What follows belongs to an exercise in optimizing a design on an open flow for small area; a production flow would make more cautious choices. RTL that was checked went through simulation tests only; none was proved equivalent to the original.

==> inputs of trial 77 <==
Design write_back_buffer, start of the top module:
module write_back_buffer
#(
    parameter int  LINE_SIZE   = write_back_buffer_pkg::WBB_LINE_SIZE_DEF,
    parameter int  DEPTH       = write_back_buffer_pkg::WBB_DEPTH_DEF,
    localparam int OFFSET_BITS = write_back_buffer_pkg::wbb_offset_bits(LINE_SIZE),
    localparam int LA_BITS     = write_back_buffer_pkg::WBB_ADDR_BITS - OFFSET_BITS,
    localparam int DW          = LINE_SIZE * 8
) (
    input  logic               clk,
    input  logic               reset,
    input  logic               wb_valid,
    input  logic [LA_BITS-1:0] wb_line_addr,
    input  logic [DW-1:0]      wb_data,
    output logic               wb_ready,
    input  logic               rd_valid_in,
    input  logic [LA_BITS-1:0] rd_line_addr,
    output logic               rd_ready,
    output logic               rd_valid,
    output logic [DW-1:0]      rd_data,
    output logic               rd_fwd,
    output logic               mem_is_input_valid,
    output logic               mem_read,
    output logic               mem_write,
    output logic [LA_BITS-1:0] mem_addr,
    output logic [DW-1:0]      mem_din,
    input  logic               mem_ready,
    input  logic               mem_is_output_valid,
    input  logic [DW-1:0]      mem_dout
);
==> module wbb_line, before the edit <==
module wbb_line #(
    parameter int W = 156
) (
    input  logic         clk,
    input  logic         we,
    input  logic         hold,
    input  logic [W-1:0] d,
    output logic [W-1:0] q
);
    always_ff @(posedge clk) begin
        q <= (d & {W{we}}) | (q & {W{hold}});
    end
endmodule
==> module write_back_buffer, before the edit <==
module write_back_buffer
#(
    parameter int  LINE_SIZE   = write_back_buffer_pkg::WBB_LINE_SIZE_DEF,
    parameter int  DEPTH       = write_back_buffer_pkg::WBB_DEPTH_DEF,
    localparam int OFFSET_BITS = write_back_buffer_pkg::wbb_offset_bits(LINE_SIZE),
    localparam int LA_BITS     = write_back_buffer_pkg::WBB_ADDR_BITS - OFFSET_BITS,
    localparam int DW          = LINE_SIZE * 8
) (
    input  logic               clk,
    input  logic               reset,
    input  logic               wb_valid,
    input  logic [LA_BITS-1:0] wb_line_addr,
    input  logic [DW-1:0]      wb_data,
    output logic               wb_ready,
    input  logic               rd_valid_in,
    input  logic [LA_BITS-1:0] rd_line_addr,
    output logic               rd_ready,
    output logic               rd_valid,
    output logic [DW-1:0]      rd_data,
    output logic               rd_fwd,
    output logic               mem_is_input_valid,
    output logic               mem_read,
    output logic               mem_write,
    output logic [LA_BITS-1:0] mem_addr,
    output logic [DW-1:0]      mem_din,
    input  logic               mem_ready,
    input  logic               mem_is_output_valid,
    input  logic [DW-1:0]      mem_dout
);
    localparam int PTR_W = $clog2(DEPTH);
    logic [DEPTH-1:0]              vld_q;
    logic [DEPTH-1:0][LA_BITS-1:0] addr_q;
    logic [DEPTH-1:0][DW-1:0]      data_q;
    logic [DEPTH-1:0]              head_q;      
    logic [PTR_W-1:0]              tail_q;
    logic                          wait_q;      
    logic                          pend_q;
    logic [LA_BITS-1:0]            pend_addr_q;
    logic [DEPTH-1:0]              fwd_q;       
    logic [DEPTH-1:0] wm, rm, head_oh, dwe, dhold, tail_oh, vld_d, fwd_d;
    logic full, nonempty, new_same, wb_hit, rd_hit_buf, same, wb_acc, rd_acc, rd_hit, read_req;
    logic go, issue_drain, issue_read, alloc, drain_hit_head;
    wbb_match #(.DEPTH(DEPTH), .LA_BITS(LA_BITS)) u_wb_match (
        .ent_vld  (vld_q),
        .ent_addr (addr_q),
        .key      (wb_line_addr),
        .match    (wm)
    );
    wbb_match #(.DEPTH(DEPTH), .LA_BITS(LA_BITS)) u_rd_match (
        .ent_vld  (vld_q),
        .ent_addr (addr_q),
        .key      (rd_line_addr),
        .match    (rm)
    );
    always_comb begin
        for (int i = 0; i < DEPTH; i++) begin
            tail_oh[i] = (tail_q == PTR_W'(i));
        end
        head_oh     = head_q;
        full        = &vld_q;
        nonempty    = |vld_q;
        wb_hit      = |wm;
        rd_hit_buf  = |rm;
        same        = (wb_line_addr == rd_line_addr);
        wb_ready    = !full || wb_hit;
        wb_acc      = wb_valid && wb_ready;
        rd_ready    = !wait_q && !pend_q;
        rd_acc      = rd_valid_in && rd_ready;
        new_same    = wb_valid && !full && same;
        rd_hit      = rd_hit_buf || new_same;
        read_req    = (rd_acc && !rd_hit) || pend_q;
        go          = !wait_q && mem_ready;
        issue_drain = go && nonempty && (!read_req || full);
        issue_read  = go && read_req && !full;
        drain_hit_head = issue_drain && |(wm & head_oh);
        alloc       = wb_valid && ((!wb_hit && !full) || drain_hit_head);
        vld_d       = (vld_q & ~({DEPTH{issue_drain}} & head_oh)) | ({DEPTH{alloc}} & tail_oh);
        dwe         = ~vld_q | (wm & {DEPTH{wb_valid}});
        dhold       = vld_q & ~(wm & {DEPTH{wb_valid}});
        fwd_d       = rd_acc ? (rd_hit_buf ? rm : (new_same ? tail_oh : '0)) : '0;
    end
    always_ff @(posedge clk) begin
        if (reset) begin
            vld_q  <= '0;
            head_q <= DEPTH'(1);
            tail_q <= '0;
            wait_q <= 1'b0;
            pend_q <= 1'b0;
            fwd_q  <= '0;
        end else begin
            vld_q  <= vld_d;
            if (issue_drain) head_q <= {head_q[DEPTH-2:0], head_q[DEPTH-1]};
            tail_q <= tail_q + PTR_W'(alloc);
            wait_q <= wait_q ? !mem_is_output_valid : issue_read;
            pend_q <= read_req && !issue_read;
            fwd_q  <= fwd_d;
        end
    end
    for (genvar g = 0; g < DEPTH; g++) begin : g_line
        wbb_line #(.W(LA_BITS + DW)) u_line (
            .clk  (clk),
            .we   (dwe[g]),
            .hold (dhold[g]),
            .d    ({wb_line_addr, wb_data}),
            .q    ({addr_q[g], data_q[g]})
        );
    end
    wbb_line #(.W(LA_BITS)) u_pend_addr (
        .clk  (clk),
        .we   (!pend_q),
        .hold (pend_q),
        .d    (rd_line_addr),
        .q    (pend_addr_q)
    );
    always_comb begin
        rd_data = wait_q ? mem_dout : '0;
        mem_din = '0;
        mem_addr = (pend_q && !full) ? pend_addr_q : ((!pend_q && read_req && !full) ? rd_line_addr : '0);
        for (int i = 0; i < DEPTH; i++) begin
            rd_data = rd_data | ({DW{fwd_q[i]}} & data_q[i]);
            mem_din = mem_din | ({DW{head_oh[i]}} & data_q[i]);
            mem_addr = mem_addr | ({LA_BITS{head_oh[i] && !(read_req && !full)}} & addr_q[i]);
        end
    end
    assign rd_fwd             = |fwd_q;
    assign rd_valid           = rd_fwd || (wait_q && mem_is_output_valid);
    assign mem_is_input_valid = issue_read || issue_drain;
    assign mem_read           = issue_read;
    assign mem_write          = issue_drain;
endmodule
export LEC_CHECK = 0
export CAP_MARGIN = 20
export CORE_MARGIN = 2
export CORE_UTILIZATION = 55
export CTS_BUF_LIST = sky130_fd_sc_hd__clkbuf_16
export CTS_CLUSTER_DIAMETER = 80
export CTS_CLUSTER_SIZE = 30
export SLEW_MARGIN = 20
export SYNTH_HIERARCHICAL = 1
create_clock -name core_clock -period 6.0 [get_ports {clk}]
standard.sh (not shown) runs the stock make flow with config.mk's settings and CLKGATE_MAP_FILE= SYNTH_SCRIPT=/design/flow/synth_recipe.tcl, a recipe that flattens the netlist after the stock synthesis.
==> flow/flow/run.sh <==
#!/bin/bash
# Standard ORFS layout (the standard.sh), with the port buffers that global placement
# inserts made as the smallest plain buffer instead of the tool's default pick.
set -euo pipefail
export BUFFER_PORTS_ARGS="-buffer_cell sky130_fd_sc_hd__buf_1"
bash standard.sh > standard_flow.log 2>&1
==> build 41 (differences from trial 77) <==
--- a/flow/design.v
+++ b/flow/design.v
@@ -23,19 +23,6 @@
         for (int i = 0; i < DEPTH; i++) begin
             match[i] = ent_vld[i] && (ent_addr[i] == key);
         end
-    end
-endmodule
-module wbb_line #(
-    parameter int W = 156
-) (
-    input  logic         clk,
-    input  logic         we,
-    input  logic         hold,
-    input  logic [W-1:0] d,
-    output logic [W-1:0] q
-);
-    always_ff @(posedge clk) begin
-        q <= (d & {W{we}}) | (q & {W{hold}});
     end
 endmodule
 module write_back_buffer
@@ -136,22 +123,13 @@
             fwd_q  <= fwd_d;
         end
     end
-    for (genvar g = 0; g < DEPTH; g++) begin : g_line
-        wbb_line #(.W(LA_BITS + DW)) u_line (
-            .clk  (clk),
-            .we   (dwe[g]),
-            .hold (dhold[g]),
-            .d    ({wb_line_addr, wb_data}),
-            .q    ({addr_q[g], data_q[g]})
-        );
+    always_ff @(posedge clk) begin
+        for (int i = 0; i < DEPTH; i++) begin
+            if (!vld_q[i]) addr_q[i] <= wb_line_addr;
+            data_q[i] <= ({DW{dwe[i]}} & wb_data) | ({DW{dhold[i]}} & data_q[i]);
+        end
+        if (!pend_q) pend_addr_q <= rd_line_addr;
     end
-    wbb_line #(.W(LA_BITS)) u_pend_addr (
-        .clk  (clk),
-        .we   (!pend_q),
-        .hold (pend_q),
-        .d    (rd_line_addr),
-        .q    (pend_addr_q)
-    );
     always_comb begin
         rd_data = wait_q ? mem_dout : '0;
         mem_din = '0;
- CTS_BUF_LIST: sky130_fd_sc_hd__clkbuf_16 -> sky130_fd_sc_hd__clkbuf_8
- CTS_CLUSTER_DIAMETER: 80 -> 50
- CTS_CLUSTER_SIZE: 30 -> 16
- SYNTH_HIERARCHICAL: 1 -> unset
==> summary.md <==
| Metric | Value |
|---|---|
| Status | `timing/DRC/antenna clean` |
| GRT met2 Usage | `between 50% and 60%` |
| Met2 wire len | `about 50 mm` |
| Period minus WS final | `about 5.4 ns` |
| Vias in the first global route | `around 23000` |
| Data arrival, critical path | `~4.2 ns` |
[end of results for build 41]
==> summary.md <==
| Metric | Value |
|---|---|
| Status | `timing/DRC/antenna clean` |
| Top flop regs | `g_line.u_line.q: 624 flops, u_pend_addr.q: 28 flops` |
| Data arrival, critical path | `approximately 4.4 ns` |
| Final hold viol count | `0` |
| Met2 wire len | `56.3 mm` |
| Synth Area in XOR/XNOR | `approximately 7.3%` |
[end of results for trial 77]
For build 41, only the layout was checked, not whether the RTL still works.

re-timing with driven ports:
In the flow no input, the clock included, has a driving cell. The finished layouts below were timed again as built, in two steps. Step 1, drivers: a clkbuf_16 drives clk and a buf_2 each remaining input, both assumed. Step 2 also shifts input and output timing later by t, the mid clock arrival at the registers, as if the neighbouring blocks saw the same clock. Slacks: ideal / step 1 / step 2; pairs: ideal / step 1.
run	shift t [ns]	slack for setup (ns)	slew at the worst register clock pin (ns)
trial 77	0.712	0.387 / 0.362 / 0.362	0.12 / 0.12
build 41	0.784	0.593 / 0.544 / 0.544	0.10 / 0.10
After both steps every run listed still meets setup and hold. The setup slack of build 41, which loses most, moves by -0.049 ns with the drivers and by -0.049 ns with both steps.
